This design comes from an exercise in tuning for small area and a short achievable clock period on the open sky130 flow, not from production work.
In this exercise RTL edits were held to simulation tests only and were not proved equivalent to the original.
Power and IR drop assume default switching activity.

--- design/flow/design.v ---
`timescale 1ns/1ps
package rv_pkg;
    localparam int XLEN     = 32;
    localparam int NUM_REGS = 32;
    typedef logic [XLEN-1:0] word_t;
    typedef logic [31:0]     pc_t;
    typedef logic [31:0]     insn_t;
    typedef logic [4:0]      reg_addr_t;
    localparam pc_t RESET_PC = 32'h0000_0000;
    localparam pc_t PC_STEP  = 32'd4;
    localparam insn_t NOP_INSN = 32'h0000_0013;
    localparam logic [6:0] OPC_LUI    = 7'b0110111;
    localparam logic [6:0] OPC_OP_IMM = 7'b0010011;
    localparam logic [6:0] OPC_OP     = 7'b0110011;
    localparam logic [6:0] OPC_STORE  = 7'b0100011;
    localparam logic [2:0] F3_ADD  = 3'b000;
    localparam logic [2:0] F3_SLL  = 3'b001;
    localparam logic [2:0] F3_SLT  = 3'b010;
    localparam logic [2:0] F3_SLTU = 3'b011;
    localparam logic [2:0] F3_XOR  = 3'b100;
    localparam logic [2:0] F3_SR   = 3'b101;
    localparam logic [2:0] F3_OR   = 3'b110;
    localparam logic [2:0] F3_AND  = 3'b111;
    localparam logic [2:0] F3_SW   = 3'b010;
    localparam logic [6:0] F7_ALT = 7'b0100000;  
    typedef enum logic [3:0] {
        ADD,
        SUB,
        SLL,
        SLT,
        SLTU,
        XOR,
        SRL,
        SRA,
        OR,
        AND,
        PASS_B  
    } alu_op_e;
endpackage
`timescale 1ns/1ps
module gpr_file (
    input  logic              clk,
    input  logic              rst_n,
    input  rv_pkg::reg_addr_t i_rs1_addr,
    input  rv_pkg::reg_addr_t i_rs2_addr,
    output rv_pkg::word_t     o_rs1_data,
    output rv_pkg::word_t     o_rs2_data,
    input  logic              i_wr_en,
    input  rv_pkg::reg_addr_t i_wr_addr,
    input  rv_pkg::word_t     i_wr_data
);
    rv_pkg::word_t regs [0:rv_pkg::NUM_REGS-1];
    function automatic rv_pkg::word_t read_reg(input rv_pkg::reg_addr_t addr);
        if (addr == 5'd0) begin
            read_reg = 32'd0;
        end else if (i_wr_en && (i_wr_addr == addr)) begin
            read_reg = i_wr_data;
        end else begin
            read_reg = regs[addr];
        end
    endfunction
    always_ff @(posedge clk) begin
        if (rst_n && i_wr_en && (i_wr_addr != '0)) begin
            regs[i_wr_addr] <= i_wr_data;  
        end
    end
    always_comb begin
        o_rs1_data = read_reg(i_rs1_addr);
        o_rs2_data = read_reg(i_rs2_addr);
    end
endmodule
`timescale 1ns/1ps
module fetch_decode (
    input  logic              clk,
    input  logic              rst_n,
    input  logic              i_stall,
    input  rv_pkg::insn_t     i_insn,
    output rv_pkg::pc_t       o_pc,
    output rv_pkg::reg_addr_t o_rs1_addr,
    output rv_pkg::reg_addr_t o_rs2_addr,
    input  rv_pkg::word_t     i_rs1_data,
    input  rv_pkg::word_t     i_rs2_data,
    output logic              o_dec_rd_wr_en,
    output rv_pkg::reg_addr_t o_dec_rd_addr,
    output rv_pkg::reg_addr_t o_dec_rs1_addr,
    output rv_pkg::reg_addr_t o_dec_rs2_addr,
    output rv_pkg::word_t     o_dec_rs1_data,
    output rv_pkg::word_t     o_dec_rs2_data,
    output rv_pkg::word_t     o_dec_imm,
    output logic              o_dec_use_imm,
    output rv_pkg::alu_op_e   o_dec_alu_op,
    output logic              o_dec_is_store
);
    rv_pkg::pc_t        pc_q;
    rv_pkg::insn_t      insn_q;
    logic [6:0] opcode;
    logic [2:0] funct3;
    logic [6:0] funct7;
    rv_pkg::word_t      imm_i;
    rv_pkg::word_t      imm_s;
    rv_pkg::word_t      imm_u;
    rv_pkg::alu_op_e    alu_sel;
    logic       alu_ok;
    always_ff @(posedge clk) begin
        if (!rst_n) begin
            pc_q   <= rv_pkg::RESET_PC;
            insn_q <= rv_pkg::NOP_INSN;
        end else if (!i_stall) begin
            pc_q   <= pc_q + rv_pkg::PC_STEP;
            insn_q <= i_insn;  
        end
    end
    assign o_pc   = pc_q;
    assign opcode = insn_q[6:0];
    assign funct3 = insn_q[14:12];
    assign funct7 = insn_q[31:25];
    assign imm_i = {{20{insn_q[31]}}, insn_q[31:20]};
    assign imm_s = {{20{insn_q[31]}}, insn_q[31:25], insn_q[11:7]};
    assign imm_u = {insn_q[31:12], 12'b0};
    assign o_rs1_addr    = insn_q[19:15];
    assign o_rs2_addr    = insn_q[24:20];
    assign o_dec_rs1_addr  = insn_q[19:15];
    assign o_dec_rs2_addr  = insn_q[24:20];
    assign o_dec_rd_addr   = insn_q[11:7];
    assign o_dec_rs1_data  = i_rs1_data;
    assign o_dec_rs2_data  = i_rs2_data;
    always_comb begin
        case (funct3)
            rv_pkg::F3_ADD:  alu_sel = (opcode == rv_pkg::OPC_OP && funct7 == rv_pkg::F7_ALT) ? rv_pkg::SUB : rv_pkg::ADD;
            rv_pkg::F3_SLL:  alu_sel = rv_pkg::SLL;
            rv_pkg::F3_SLT:  alu_sel = rv_pkg::SLT;
            rv_pkg::F3_SLTU: alu_sel = rv_pkg::SLTU;
            rv_pkg::F3_XOR:  alu_sel = rv_pkg::XOR;
            rv_pkg::F3_SR:   alu_sel = (funct7 == rv_pkg::F7_ALT) ? rv_pkg::SRA : rv_pkg::SRL;
            rv_pkg::F3_OR:   alu_sel = rv_pkg::OR;
            default: alu_sel = rv_pkg::AND;
        endcase
        if (opcode == rv_pkg::OPC_OP) begin
            alu_ok = (funct7 == 7'b0) ||
                     (funct7 == rv_pkg::F7_ALT && (funct3 == rv_pkg::F3_ADD || funct3 == rv_pkg::F3_SR));
        end else if (funct3 == rv_pkg::F3_SLL) begin
            alu_ok = (funct7 == 7'b0);
        end else if (funct3 == rv_pkg::F3_SR) begin
            alu_ok = (funct7 == 7'b0) || (funct7 == rv_pkg::F7_ALT);
        end else begin
            alu_ok = 1'b1;
        end
    end
    always_comb begin
        o_dec_rd_wr_en = 1'b0;
        o_dec_is_store = 1'b0;
        o_dec_use_imm  = 1'b0;
        o_dec_alu_op   = rv_pkg::ADD;
        o_dec_imm      = imm_i;
        case (opcode)
            rv_pkg::OPC_LUI: begin
                o_dec_rd_wr_en = 1'b1;
                o_dec_use_imm  = 1'b1;
                o_dec_alu_op   = rv_pkg::PASS_B;
                o_dec_imm      = imm_u;
            end
            rv_pkg::OPC_OP_IMM: begin
                o_dec_rd_wr_en = alu_ok;
                o_dec_use_imm  = 1'b1;
                o_dec_alu_op   = alu_sel;
            end
            rv_pkg::OPC_OP: begin
                o_dec_rd_wr_en = alu_ok;
                o_dec_alu_op   = alu_sel;
            end
            rv_pkg::OPC_STORE: begin
                o_dec_is_store = (funct3 == rv_pkg::F3_SW);  
                o_dec_use_imm  = 1'b1;
                o_dec_imm      = imm_s;
            end
            default: ;
        endcase
    end
endmodule
`timescale 1ns/1ps
module execute_stage (
    input  logic              clk,
    input  logic              rst_n,
    input  logic              i_stall,
    input  logic              i_dec_rd_wr_en,
    input  rv_pkg::reg_addr_t i_dec_rd_addr,
    input  rv_pkg::reg_addr_t i_dec_rs1_addr,
    input  rv_pkg::reg_addr_t i_dec_rs2_addr,
    input  rv_pkg::word_t     i_dec_rs1_data,
    input  rv_pkg::word_t     i_dec_rs2_data,
    input  rv_pkg::word_t     i_dec_imm,
    input  logic              i_dec_use_imm,
    input  rv_pkg::alu_op_e   i_dec_alu_op,
    input  logic              i_dec_is_store,
    output logic              o_ex_rd_wr_en,
    output rv_pkg::reg_addr_t o_ex_rd_addr,
    output rv_pkg::word_t     o_ex_result,
    output logic              o_ex_is_store,
    output rv_pkg::word_t     o_ex_store_data,
    input  logic              i_m_wr_en,
    input  rv_pkg::reg_addr_t i_m_wr_addr,
    input  rv_pkg::word_t     i_m_wr_data,
    input  logic              i_w_wr_en,
    input  rv_pkg::reg_addr_t i_w_wr_addr,
    input  rv_pkg::word_t     i_w_wr_data
);
    logic      x_rd_wr_en;
    logic      x_is_store;
    rv_pkg::reg_addr_t x_rd_addr;
    rv_pkg::reg_addr_t x_rs1_addr;
    rv_pkg::reg_addr_t x_rs2_addr;
    rv_pkg::word_t     x_rs1_data;
    rv_pkg::word_t     x_rs2_data;
    rv_pkg::word_t     x_imm;
    logic      x_use_imm;
    rv_pkg::alu_op_e   x_alu_op;
    rv_pkg::word_t     op_a;
    rv_pkg::word_t     rs2_fwd;
    rv_pkg::word_t     op_b;
    rv_pkg::word_t     alu_out;
    function automatic rv_pkg::word_t forward(input rv_pkg::reg_addr_t addr, input rv_pkg::word_t reg_val);
        if (addr != 5'd0 && i_m_wr_en && i_m_wr_addr == addr) begin
            forward = i_m_wr_data;
        end else if (addr != 5'd0 && i_w_wr_en && i_w_wr_addr == addr) begin
            forward = i_w_wr_data;
        end else begin
            forward = reg_val;
        end
    endfunction
    always_ff @(posedge clk) begin
        if (!rst_n) begin
            x_rd_wr_en <= 1'b0;
            x_is_store <= 1'b0;
        end else if (!i_stall) begin
            x_rd_wr_en <= i_dec_rd_wr_en;
            x_is_store <= i_dec_is_store;
        end
    end
    always_ff @(posedge clk) begin
        if (!i_stall) begin
            x_rd_addr  <= i_dec_rd_addr;
            x_rs1_addr <= i_dec_rs1_addr;
            x_rs2_addr <= i_dec_rs2_addr;
            x_rs1_data <= i_dec_rs1_data;
            x_rs2_data <= i_dec_rs2_data;
            x_imm      <= i_dec_imm;
            x_use_imm  <= i_dec_use_imm;
            x_alu_op   <= i_dec_alu_op;
        end
    end
    always_comb begin
        op_a    = forward(x_rs1_addr, x_rs1_data);
        rs2_fwd = forward(x_rs2_addr, x_rs2_data);
        op_b    = x_use_imm ? x_imm : rs2_fwd;
    end
    always_comb begin
        case (x_alu_op)
            rv_pkg::ADD:     alu_out = op_a + op_b;
            rv_pkg::SUB:     alu_out = op_a - op_b;
            rv_pkg::SLL:     alu_out = op_a << op_b[4:0];
            rv_pkg::SLT:     alu_out = {{(rv_pkg::XLEN-1){1'b0}}, $signed(op_a) < $signed(op_b)};
            rv_pkg::SLTU:    alu_out = {{(rv_pkg::XLEN-1){1'b0}}, op_a < op_b};
            rv_pkg::XOR:     alu_out = op_a ^ op_b;
            rv_pkg::SRL:     alu_out = op_a >> op_b[4:0];
            rv_pkg::SRA:     alu_out = $signed(op_a) >>> op_b[4:0];
            rv_pkg::OR:      alu_out = op_a | op_b;
            rv_pkg::AND:     alu_out = op_a & op_b;
            default: alu_out = op_b;
        endcase
    end
    assign o_ex_rd_wr_en   = x_rd_wr_en;
    assign o_ex_rd_addr    = x_rd_addr;
    assign o_ex_result     = alu_out;   
    assign o_ex_is_store   = x_is_store;
    assign o_ex_store_data = rs2_fwd;
endmodule
`timescale 1ns/1ps
module retire_stage (
    input  logic              clk,
    input  logic              rst_n,
    input  logic              i_stall,
    input  logic              i_ex_rd_wr_en,
    input  rv_pkg::reg_addr_t i_ex_rd_addr,
    input  rv_pkg::word_t     i_ex_result,
    input  logic              i_ex_is_store,
    input  rv_pkg::word_t     i_ex_store_data,
    output logic              o_m_wr_en,
    output rv_pkg::reg_addr_t o_m_wr_addr,
    output rv_pkg::word_t     o_m_wr_data,
    output logic              o_w_wr_en,
    output rv_pkg::reg_addr_t o_w_wr_addr,
    output rv_pkg::word_t     o_w_wr_data,
    output logic              o_dmem_wr_en,
    output rv_pkg::word_t     o_dmem_addr,
    output rv_pkg::word_t     o_dmem_wr_data
);
    logic      m_rd_wr_en;
    logic      m_is_store;
    rv_pkg::reg_addr_t m_rd_addr;
    rv_pkg::word_t     m_result;
    rv_pkg::word_t     m_store_data;
    logic      w_rd_wr_en;
    rv_pkg::reg_addr_t w_rd_addr;
    rv_pkg::word_t     w_result;
    always_ff @(posedge clk) begin
        if (!rst_n) begin
            m_rd_wr_en <= 1'b0;
            m_is_store <= 1'b0;
            w_rd_wr_en <= 1'b0;
        end else if (!i_stall) begin
            m_rd_wr_en <= i_ex_rd_wr_en;
            m_is_store <= i_ex_is_store;
            w_rd_wr_en <= m_rd_wr_en;
        end
    end
    always_ff @(posedge clk) begin
        if (!i_stall) begin
            m_rd_addr    <= i_ex_rd_addr;
            m_result     <= i_ex_result;
            m_store_data <= i_ex_store_data;
            w_rd_addr    <= m_rd_addr;
            w_result     <= m_result;
        end
    end
    assign o_dmem_wr_en   = m_is_store && !i_stall;
    assign o_dmem_addr    = m_result;
    assign o_dmem_wr_data = m_store_data;
    assign o_m_wr_en   = m_rd_wr_en;
    assign o_m_wr_addr = m_rd_addr;
    assign o_m_wr_data = m_result;
    assign o_w_wr_en   = w_rd_wr_en;
    assign o_w_wr_addr = w_rd_addr;
    assign o_w_wr_data = w_result;
endmodule
`timescale 1ns/1ps
module rv_core (
    input  logic          clk,
    input  logic          rst_n,
    input  rv_pkg::insn_t i_insn,
    output rv_pkg::pc_t   o_pc,
    input  logic          i_fetch_halt,
    output logic          o_dmem_wr_en,
    output rv_pkg::word_t o_dmem_addr,
    output rv_pkg::word_t o_dmem_wr_data
);
    rv_pkg::reg_addr_t rs1_addr;
    rv_pkg::reg_addr_t rs2_addr;
    rv_pkg::word_t     rs1_data;
    rv_pkg::word_t     rs2_data;
    logic      m_wr_en;
    rv_pkg::reg_addr_t m_wr_addr;
    rv_pkg::word_t     m_wr_data;
    logic      w_wr_en;
    rv_pkg::reg_addr_t w_wr_addr;
    rv_pkg::word_t     w_wr_data;
    logic      dec_rd_wr_en;
    rv_pkg::reg_addr_t dec_rd_addr;
    rv_pkg::reg_addr_t dec_rs1_addr;
    rv_pkg::reg_addr_t dec_rs2_addr;
    rv_pkg::word_t     dec_rs1_data;
    rv_pkg::word_t     dec_rs2_data;
    rv_pkg::word_t     dec_imm;
    logic      dec_use_imm;
    rv_pkg::alu_op_e   dec_alu_op;
    logic      dec_is_store;
    logic      ex_rd_wr_en;
    rv_pkg::reg_addr_t ex_rd_addr;
    rv_pkg::word_t     ex_result;
    logic      ex_is_store;
    rv_pkg::word_t     ex_store_data;
    fetch_decode u_fetch_decode (
        .clk        (clk),
        .rst_n      (rst_n),
        .i_stall    (i_fetch_halt),
        .i_insn     (i_insn),
        .o_pc       (o_pc),
        .o_rs1_addr (rs1_addr),
        .o_rs2_addr (rs2_addr),
        .i_rs1_data (rs1_data),
        .i_rs2_data (rs2_data),
        .o_dec_rd_wr_en  (dec_rd_wr_en),
        .o_dec_rd_addr   (dec_rd_addr),
        .o_dec_rs1_addr  (dec_rs1_addr),
        .o_dec_rs2_addr  (dec_rs2_addr),
        .o_dec_rs1_data  (dec_rs1_data),
        .o_dec_rs2_data  (dec_rs2_data),
        .o_dec_imm       (dec_imm),
        .o_dec_use_imm   (dec_use_imm),
        .o_dec_alu_op    (dec_alu_op),
        .o_dec_is_store  (dec_is_store)
    );
    gpr_file u_gpr_file (
        .clk        (clk),
        .rst_n      (rst_n),
        .i_rs1_addr (rs1_addr),
        .i_rs2_addr (rs2_addr),
        .o_rs1_data (rs1_data),
        .o_rs2_data (rs2_data),
        .i_wr_en    (w_wr_en),
        .i_wr_addr  (w_wr_addr),
        .i_wr_data  (w_wr_data)
    );
    execute_stage u_execute_stage (
        .clk         (clk),
        .rst_n       (rst_n),
        .i_stall     (i_fetch_halt),
        .i_dec_rd_wr_en  (dec_rd_wr_en),
        .i_dec_rd_addr   (dec_rd_addr),
        .i_dec_rs1_addr  (dec_rs1_addr),
        .i_dec_rs2_addr  (dec_rs2_addr),
        .i_dec_rs1_data  (dec_rs1_data),
        .i_dec_rs2_data  (dec_rs2_data),
        .i_dec_imm       (dec_imm),
        .i_dec_use_imm   (dec_use_imm),
        .i_dec_alu_op    (dec_alu_op),
        .i_dec_is_store  (dec_is_store),
        .o_ex_rd_wr_en   (ex_rd_wr_en),
        .o_ex_rd_addr    (ex_rd_addr),
        .o_ex_result     (ex_result),
        .o_ex_is_store   (ex_is_store),
        .o_ex_store_data (ex_store_data),
        .i_m_wr_en   (m_wr_en),
        .i_m_wr_addr (m_wr_addr),
        .i_m_wr_data (m_wr_data),
        .i_w_wr_en   (w_wr_en),
        .i_w_wr_addr (w_wr_addr),
        .i_w_wr_data (w_wr_data)
    );
    retire_stage u_retire_stage (
        .clk            (clk),
        .rst_n          (rst_n),
        .i_stall        (i_fetch_halt),
        .i_ex_rd_wr_en   (ex_rd_wr_en),
        .i_ex_rd_addr    (ex_rd_addr),
        .i_ex_result     (ex_result),
        .i_ex_is_store   (ex_is_store),
        .i_ex_store_data (ex_store_data),
        .o_m_wr_en      (m_wr_en),
        .o_m_wr_addr    (m_wr_addr),
        .o_m_wr_data    (m_wr_data),
        .o_w_wr_en      (w_wr_en),
        .o_w_wr_addr    (w_wr_addr),
        .o_w_wr_data    (w_wr_data),
        .o_dmem_wr_en   (o_dmem_wr_en),
        .o_dmem_addr    (o_dmem_addr),
        .o_dmem_wr_data (o_dmem_wr_data)
    );
endmodule
--- design/flow/constraint.sdc ---
create_clock -name core_clock -period 6.0 [get_ports {clk}]
set_input_delay 1.2000 -clock core_clock [delete_from_list [all_inputs] [get_ports {clk}]]
set_output_delay 1.2000 -clock core_clock [all_outputs]
set_load 0.01 [all_outputs]
--- design/flow/run.sh ---
#!/bin/bash
# synth_recipe.tcl (not shown) runs the flow's synth.tcl, then flattens the netlist and writes it again
# the make line also repeats each setting of config.mk as NAME=value (left out here)
make -C /OpenROAD-flow-scripts/flow DESIGN_CONFIG=/design/flow/config.mk WORK_HOME=/design/flow/orfs CLKGATE_MAP_FILE= SYNTH_SCRIPT=/design/flow/synth_recipe.tcl finish
--- design/flow/config.mk ---
export PLATFORM = sky130hd
export DESIGN_NAME = rv_core
export DESIGN_NICKNAME = rv_core
export VERILOG_FILES = /design/flow/design.v
export SDC_FILE = /design/flow/constraint.sdc
export NUM_CORES = 4
export LEC_CHECK = 0
export CAP_MARGIN = 20
export CORE_MARGIN = 2
export CORE_UTILIZATION = 40
export SETUP_SLACK_MARGIN = 0.2
export SLEW_MARGIN = 20
==> notes.md <==
-- sequential cells by signal (all words and copies together) (netlist names), named ones only --
| name | flops |
|---|---|
| u_gpr_file.regs | 1024 |
| u_execute_stage.x_imm | 32 |
| u_execute_stage.x_rs1_data | 32 |
| u_execute_stage.x_rs2_data | 32 |
| u_fetch_decode.insn_q | 32 |
| u_retire_stage.m_result | 32 |
| u_retire_stage.m_store_data | 32 |
| u_retire_stage.w_result | 32 |
| u_fetch_decode.pc_q | 30 |
| u_execute_stage.x_rd_addr | 5 |
| u_execute_stage.x_rs1_addr | 5 |
| u_execute_stage.x_rs2_addr | 5 |
| u_retire_stage.m_rd_addr | 5 |
| u_retire_stage.w_rd_addr | 5 |
| u_execute_stage.x_alu_op | 4 |
| u_execute_stage.x_is_store | 1 |
| u_execute_stage.x_rd_wr_en | 1 |
| u_execute_stage.x_use_imm | 1 |
| u_retire_stage.m_is_store | 1 |
| u_retire_stage.m_rd_wr_en | 1 |
| u_retire_stage.w_rd_wr_en | 1 |
-- worst paths after layout --
check | from | endpoint | slack [ns] | cells past startpoint
worst max-delay path | u_execute_stage.x_rs2_addr[0]$_DFFE_PN_ | u_retire_stage.m_result[20]$_DFFE_PN_ | 0.46 | 23
worst min-delay path | u_execute_stage.x_rd_addr[3]$_DFFE_PN_ | u_retire_stage.m_rd_addr[3]$_DFFE_PN_ | 0.42 | 0
worst max register to register | u_execute_stage.x_rs2_addr[0]$_DFFE_PN_ | u_retire_stage.m_result[20]$_DFFE_PN_ | 0.46 | 23
worst min register to register | u_execute_stage.x_rd_addr[3]$_DFFE_PN_ | u_retire_stage.m_rd_addr[3]$_DFFE_PN_ | 0.42 | 0
-- where the power goes --
| group | switching (mW) | internal (mW) |
|---|---|---|
| sequential | 0.338 | 10.5 |
| clock | 3.77 | 4.68 |
| combinational | 2.82 | 1.73 |
-- worst max-delay path, stage by stage (launching register included) --
cell	delay, ns
edfxtp_1	0.42
or2_1	0.26
o21a_1	0.24
nor3_2	0.20
buf_4	0.19
buf_12	0.21
mux2i_1	0.22
o21ai_0	0.16
mux2i_1	0.21
inv_1	0.06
ha_1	0.33
buf_4	0.17
nor2_1	0.17
nand2b_1	0.12
a211oi_4	0.20
buf_4	0.19
o21ai_0	0.15
buf_4	0.18
a21oi_2	0.20
o21ai_0	0.10
a221oi_1	0.36
a21oi_1	0.11
or4_1	0.56
o22a_1	0.20
-- kinds of logic after synthesis --
family | Yosys count | synth area share [%]
flip-flops | 1323 | 56.6
multiplexers | 930 | 25.4
AND/OR/NAND/NOR | 804 | 5.53
AO/OA/AOI/OAI | 758 | 7.35
buffers and inverters | 430 | 2.47
adder cells (fa/ha/maj) | 100 | 1.84
XOR/XNOR | 60 | 0.764
other | 1 | 0.00545
-- metal layers --
| layer | vias to the layer above | part of all wire, % | global-route usage (%) |
|---|---|---|---|
| li1 | 18533 | - | - |
| met1 | 23494 | 38 | 35.5 |
| met2 | 2434 | 47 | 43.0 |
| met3 | 549 | 8.6 | 4.99 |
| met4 | 0 | 5.9 | 14.1 |
| met5 | - | 0 | 0 |
-- cell type report --
type / instances / share of cell area [%]
multi-input combinational: 2687 / 36.4
sequential: 1323 / 49.3
antenna: 4 / 0.0127
tap: 2310 / 3.66
clock buffer: 176 / 4.72
inverter: 98 / 0.473
timing repair buffer: 410 / 4.62
clock inverter: 75 / 0.854
-- cell usage in the layout, fill, tap and decap left out, types with 17 or more instances in the layout --
| cell | instances |
|---|---|
| and2_1 | 45 |
| nor2_1 | 206 |
| nor3_1 | 55 |
| clkdlybuf4s50_1 | 127 |
| mux2i_1 | 241 |
| nor2b_1 | 45 |
| a21oi_1 | 150 |
| a21o_1 | 42 |
| nand2_1 | 220 |
| o211ai_1 | 36 |
| clkinv_1 | 33 |
| buf_12 | 21 |
| nand3_1 | 63 |
| buf_4 | 260 |
| ha_1 | 98 |
| nand2b_1 | 21 |
| o221ai_1 | 17 |
| edfxtp_1 | 1246 |
| o22ai_1 | 25 |
| a31oi_1 | 32 |
| o21ai_0 | 151 |
| a211oi_1 | 88 |
| dfxtp_1 | 67 |
| mux2_2 | 30 |
| nor2_4 | 34 |
| conb_1 | 34 |
| a22oi_1 | 18 |
| clkbuf_16 | 144 |
| mux4_2 | 651 |
| xnor2_1 | 47 |
| clkinv_2 | 17 |
| inv_1 | 91 |
| and3_1 | 17 |
| clkbuf_1 | 31 |
-- repair_timing --
| item | in CTS | in global routing |
|---|---|---|
| setup endpoints to repair | 9 | 14 |
| pin swaps | 0 | 3 |
| gates resized for setup | 5 | 20 |
| setup buffers | 0 | 2 |
| cloned | 0 | 1 |
| endpoints found under the hold margin | 0 | 0 |
==> notes.md <==
status=no timing/DRC/antenna violations; Final WS setup=0.465 ns; slew margin rel.=27.8%; Crit Path Max Fanout=20; global route overflow=0; clock latency (worst-skew pair)=0.81 ns; async set-reset flop share out of synthesis=0%; count leader, synth=edfxtp_1; maximum buffer depth of the clock tree=3; drt first pass iters=8; post-synth top area share=54.4%; antenna violations before repair=6; root buffer cell=clkbuf_16; Final Hold Fails=0; Avg Cell Area, Syn=15.6 um2; CTS tree=yes; fillers=14781; Setup crit end kind=flip-flop; Non-Filler Instances=7083; Max Cap Viol=0; drt wl/cell=33.7 um; Post-Route Utilization=46.1%; number of global-route vias before repair=44226; 1st-iter DRT viols=6008; RSZ-0062 raised after global routing=true; Synth Flop Type=edfxtp_1; Max Slew Vio Count=0; vias per cell=6.35; Post-CTS Hold Buffers=0; total placed instance area=74600 um2; Starting Density=40.2%; Register Area=39000 um2; die area=175000 um2; Setup Skew=0.0363 ns; Area Growth Syn to Fin=14.9%; Crit Path Category=reg -> reg; commonest cells in the netlist=edfxtp_1, mux4_2, mux2i_1; Fmax achieved=181 MHz; clock slew at reported path FFs=0.06 ns; layout cell share with drive strength beyond 1=26.5%; post-route ant nets=0; Hold Path Class=reg -> reg; post-synth cell types=96; Final Setup Violations=0; DIE WIDTH=419 um; FP Rows=152; Total GRT Usage=27.0%; core box area=171000 um2; number of synthesized flops with an enable pin=1246; Period minus WS final=5.54 ns; Peak VDD IR=209 uV; Final #Nets=4797; Die Ht=419 um; DRC=0; setup TNS=0 ns; Leakage Power=25.4 nW; total power=23.9 mW; Num CTS Buffers=142; sequential fraction of the synthesis area=56.6%; area leader, netlist=edfxtp_1; DR vias=45010; PwrDens=302 nW/um2; Final period util=92.3%; YS warnings=4; Post-Synthesis Cell Area=68800 um2; Req. time, crit path=6.53 ns; Crit path arrival time=6.07 ns; first-pass GRT wire length=336000 um; multi-input combinational cell area=28700 um2; critical path launch point type=flip-flop; hpwl dp=156000 um; Post-Layout Inst Area=79100 um2; Placer Congestion=1.03; Placed Instances=6825; htree depth=4; Worst Max-Slew Pin Slew=1.07 ns; synth top area cells=edfxtp_1, mux4_2, mux2i_1; Post-Place Worst Slack=-0.164 ns; PortBufs=129; largest net degree at the start of global routing=149; final hold slack=0.422 ns; # IOs=132; Seq cells post-synth=1323; # clock sinks=1323; Cells after Synth=4406; final WL=239000 um

-- what the ideal ports hide --
The results above use ideal ports. As a check the final layout listed here was re-extracted and re-timed, cells and wires unchanged. Step 1, drivers: a clkbuf_16 drives clk and a buf_2 each remaining input, both assumed. Step 2 adds t to the input delays and takes it off the output delays; t is the mean of the earliest and latest rising clock arrival at the registers after step 1. Input paths then give back, and output paths get back, about the clock's delay inside the block. Three values: no drivers, after step 1, after step 2; two values: the first two.
shift t [ns]: 0.863
setup slack, ns: 0.465 / 0.465 / 0.465
worst setup path at the end: register to register
After both steps this run still meets setup and hold. The setup slack of this run moves by 0.000 ns with the drivers and by 0.000 ns with both steps.
